Background: an optimization exercise with open tools, aiming at small area, a short achievable clock period and few clock cycles per item. Do not read the settings as production practice.
RTL that was checked went through simulation tests only; none was proved equivalent to the original.
Power figures rest on the tool's default switching activity, not on a simulated workload.

## lane 3
## euclidean_integer_divider_top
module euclidean_integer_divider_top #(
   parameter int KS = 2       
) (
   input  wire logic              clock,
   input  wire logic              reset,
   input  wire logic              req_valid,
   output logic                   req_ready,
   input  edv_pkg::req_type       req_data,
   output logic                   rsp_valid,
   input  wire logic              rsp_ready,
   output edv_pkg::rsp_type       rsp_data
);
Settings: LEC_CHECK=0, CAP_MARGIN=20, CORE_MARGIN=2, CORE_UTILIZATION=40, PLACE_DENSITY=0.6, SETUP_SLACK_MARGIN=2.4, SLEW_MARGIN=20; clock period 5.0 ns.
standard.sh (not shown) runs the stock make flow with config.mk's settings and CLKGATE_MAP_FILE= SYNTH_SCRIPT=/design/flow/synth_recipe.tcl, a recipe that flattens the netlist after the stock synthesis.
==> flow/flow/run.sh <==
#!/bin/bash
# The standard layout (standard.sh), run in three parts, with these
# changes to how the layout is made:
# - synthesis does not extract full/half adders into sky130 fa/ha cells
#   before ABC (ADDER_MAP_FILE empty), so the carry-save and prefix logic
#   maps as gates;
# - ABC maps with flow/abc_speed.script (structural choices, then delay-
#   oriented mapping) instead of ORFS's, from a copy of ORFS's scripts folder
#   that differs only in that file;
# - during placement only, the delay cells (clkdlybuf4s*, dlygate*, dlymetal*)
#   are also don't-use, so the port buffers that placement inserts on every
#   input and output are plain buffers rather than delay cells.
# Registers, names and all other steps are the standard flow's. Each part's
# make output goes to its own log here; ORFS's per-step logs stay under
# orfs/logs.
set -euo pipefail
rm -rf scripts
cp -r "$FLOW_HOME/scripts" scripts
cp flow/abc_speed.script scripts/abc_speed.script
common=(SCRIPTS_DIR="$PWD/scripts" ADDER_MAP_FILE=)
bash standard.sh "${common[@]}" synth floorplan > flow_synth_floorplan.log 2>&1
du=$(make -s -C "$FLOW_HOME" DESIGN_CONFIG="$PWD/config.mk" WORK_HOME="$PWD/orfs" print-DONT_USE_CELLS | sed -n 's/^DONT_USE_CELLS: //p')
dly="sky130_fd_sc_hd__clkdlybuf4s15_1 sky130_fd_sc_hd__clkdlybuf4s15_2 sky130_fd_sc_hd__clkdlybuf4s18_1 sky130_fd_sc_hd__clkdlybuf4s18_2 sky130_fd_sc_hd__clkdlybuf4s25_1 sky130_fd_sc_hd__clkdlybuf4s25_2 sky130_fd_sc_hd__clkdlybuf4s50_1 sky130_fd_sc_hd__clkdlybuf4s50_2 sky130_fd_sc_hd__dlygate4sd1_1 sky130_fd_sc_hd__dlygate4sd2_1 sky130_fd_sc_hd__dlygate4sd3_1 sky130_fd_sc_hd__dlymetal6s2s_1 sky130_fd_sc_hd__dlymetal6s4s_1 sky130_fd_sc_hd__dlymetal6s6s_1"
bash standard.sh "${common[@]}" DONT_USE_CELLS="$du $dly" place > flow_place.log 2>&1
bash standard.sh "${common[@]}" finish > flow_finish.log 2>&1
==> flow/flow/abc_speed.script <==
strash
dch -f
map
topo
buffer -c
upsize -c
dnsize -c
Here is what was changed in the inputs of lane 5 compared with lane 3.
--- a/flow/design.v
+++ b/flow/design.v
@@ -110,14 +110,15 @@
    logic          bneg_q;        
    logic          bz_q;          
    logic          dbz_q;
    logic [CW-1:0] cnt_q;         
    logic          fst_q;         
    logic [KS-1:0] pdp_q, pdn_q;  
    logic          ofs_q;         
+   logic          pk_q;          
    logic          act_q;         
    logic          pc_q;          
    logic          vld_q;
    wire [31:0] a = req_data.dividend;
    wire [31:0] b = req_data.divisor;
    wire [30:0] bx = b[30:0] ^ {31{b[31]}};
    logic       unused_v;
@@ -222,17 +223,15 @@
    wire signed [KS+1:0] one = (KS+2)'(1);
    wire [32:0] q_n  = otf(v,       s_qm, s_q);
    wire [32:0] qm_n = otf(v - one, s_qm, s_q);
    logic [WN-2:0] unused_s;
    logic          wcarry;
    edv_add #(.N(WN-1)) u_sgn (.a(ws_q[WN-2:0]), .b(wc_q[WN-2:0]), .ci(1'b0), .s(unused_s), .co(wcarry));
    wire        wneg = ws_q[WN-1] ^ wc_q[WN-1] ^ wcarry;
-   wire        k0   = !bz_q && !(wneg ^ bneg_q);
-   wire        km   = !bz_q && (wneg ^ bneg_q);
-   wire [32:0] qf   = ({33{k0}} & q_n) | ({33{km}} & qm_n);
+   wire        pick = wneg ^ bneg_q;
    wire blk  = act_q && ofs_q && vld_q;
    wire step = act_q && !pc_q && !blk;
    wire take = act_q && ofs_q && !vld_q;
    wire load = req_valid && pv_q && (!act_q || (pc_q && !ofs_q) || blk);
    always_ff @(posedge clock) begin
       if (load) begin
          d_q    <= bn;
@@ -254,22 +253,23 @@
          cnt_q <= cnt_q - 1'b1;
          fst_q <= 1'b0;
       end
    end
    always_ff @(posedge clock) begin
       pdp_q <= dp;
       pdn_q <= dn;
-      qm_q  <= qm_n;
       ofs_q <= !load && (step ? fst_q : (ofs_q && !pc_q));
    end
    always_ff @(posedge clock) begin
-      if (step && !fst_q) begin
-         q_q <= q_n;
-      end else if (pc_q && !blk) begin
-         q_q   <= qf;
+      if ((step && !fst_q) || (pc_q && !blk)) begin
+         q_q  <= q_n;
+         qm_q <= qm_n;
+      end
+      if (pc_q && !blk) begin
+         pk_q  <= pick;
          dbz_q <= bz_q;
       end
    end
    always_ff @(posedge clock) begin
       if (reset) begin
          pv_q  <= 1'b0;
          act_q <= 1'b0;
@@ -280,10 +280,10 @@
          act_q <= load || (act_q && !pc_q);
          pc_q  <= step && (cnt_q == CW'(1));
          vld_q <= (pc_q && !blk) || (vld_q && !rsp_ready);
       end
    end
    assign req_ready = take;
    assign rsp_valid = vld_q;
-   assign rsp_data  = {q_q, dbz_q};
+   assign rsp_data  = {dbz_q ? 33'd0 : pk_q ? qm_q : q_q, dbz_q};
 endmodule
 `default_nettype wire
[summary]
- Taking lane 3 as the reference, in lane 5 core area barely changed, number of non-clock buffers dropped 24, sum of net half-perimeters after detailed placement dropped 9.2%.
- Between lane 5 and lane 3, synthesized cell count is lower for lane 5, lane 3 comes in above that.
- Overall power of the completed layout in lane 5 is about 20% lower than in lane 3
- For lane 3, the highest-delay cell along the critical path was sky130_fd_sc_hd__dfxtp_2, unlike lane 5, where it was sky130_fd_sc_hd__edfxtp_1.
- Lane 5 against lane 3: flip-flop and latch count saw an increase; met1 wire length lower; count of non-CTS inverters in the layout fell 79; setup skew after layout flat; number of nets produced by synthesis moved down.
- Taking lane 3 as the reference, in lane 5 met2 usage in global routing down 5.3 points, power per standard cell area lower, worst hold slack higher, slack of the critical path has increased.
Testbench counts of lane 5, summed over its fixed seeds: cycles 37,387, items 3,600.
Function not checked in lane 3: the RTL went through the layout flow alone.

what the ideal ports hide:
The flow's constraints put no driver on any port. The routed layouts listed below were extracted and timed again, unchanged, in two steps.
Step 1 (the two cells are an assumption about what drives the block):
set clk [get_ports {clock}]
set_driving_cell -lib_cell sky130_fd_sc_hd__clkbuf_16 $clk
set_driving_cell -lib_cell sky130_fd_sc_hd__buf_2 [delete_from_list [all_inputs] $clk]
Step 2 times the ports against the registers' clock, not the clock port: input delays grow and output delays shrink by t, the midpoint of the rising clock arrivals with the driver on.
Three values: no drivers, after step 1, after step 2; two values: the first two.
run	t (ns)	setup WS [ns]	worst setup path after step 2
lane 3	0.509	2.234 / 2.234 / 1.881	input to register
lane 5	0.510	2.312 / 2.305 / 2.024	input to register
After both steps every run listed still meets setup and hold. The setup slack of lane 3, which loses most, moves by 0.000 ns with the drivers and by -0.353 ns with both steps.
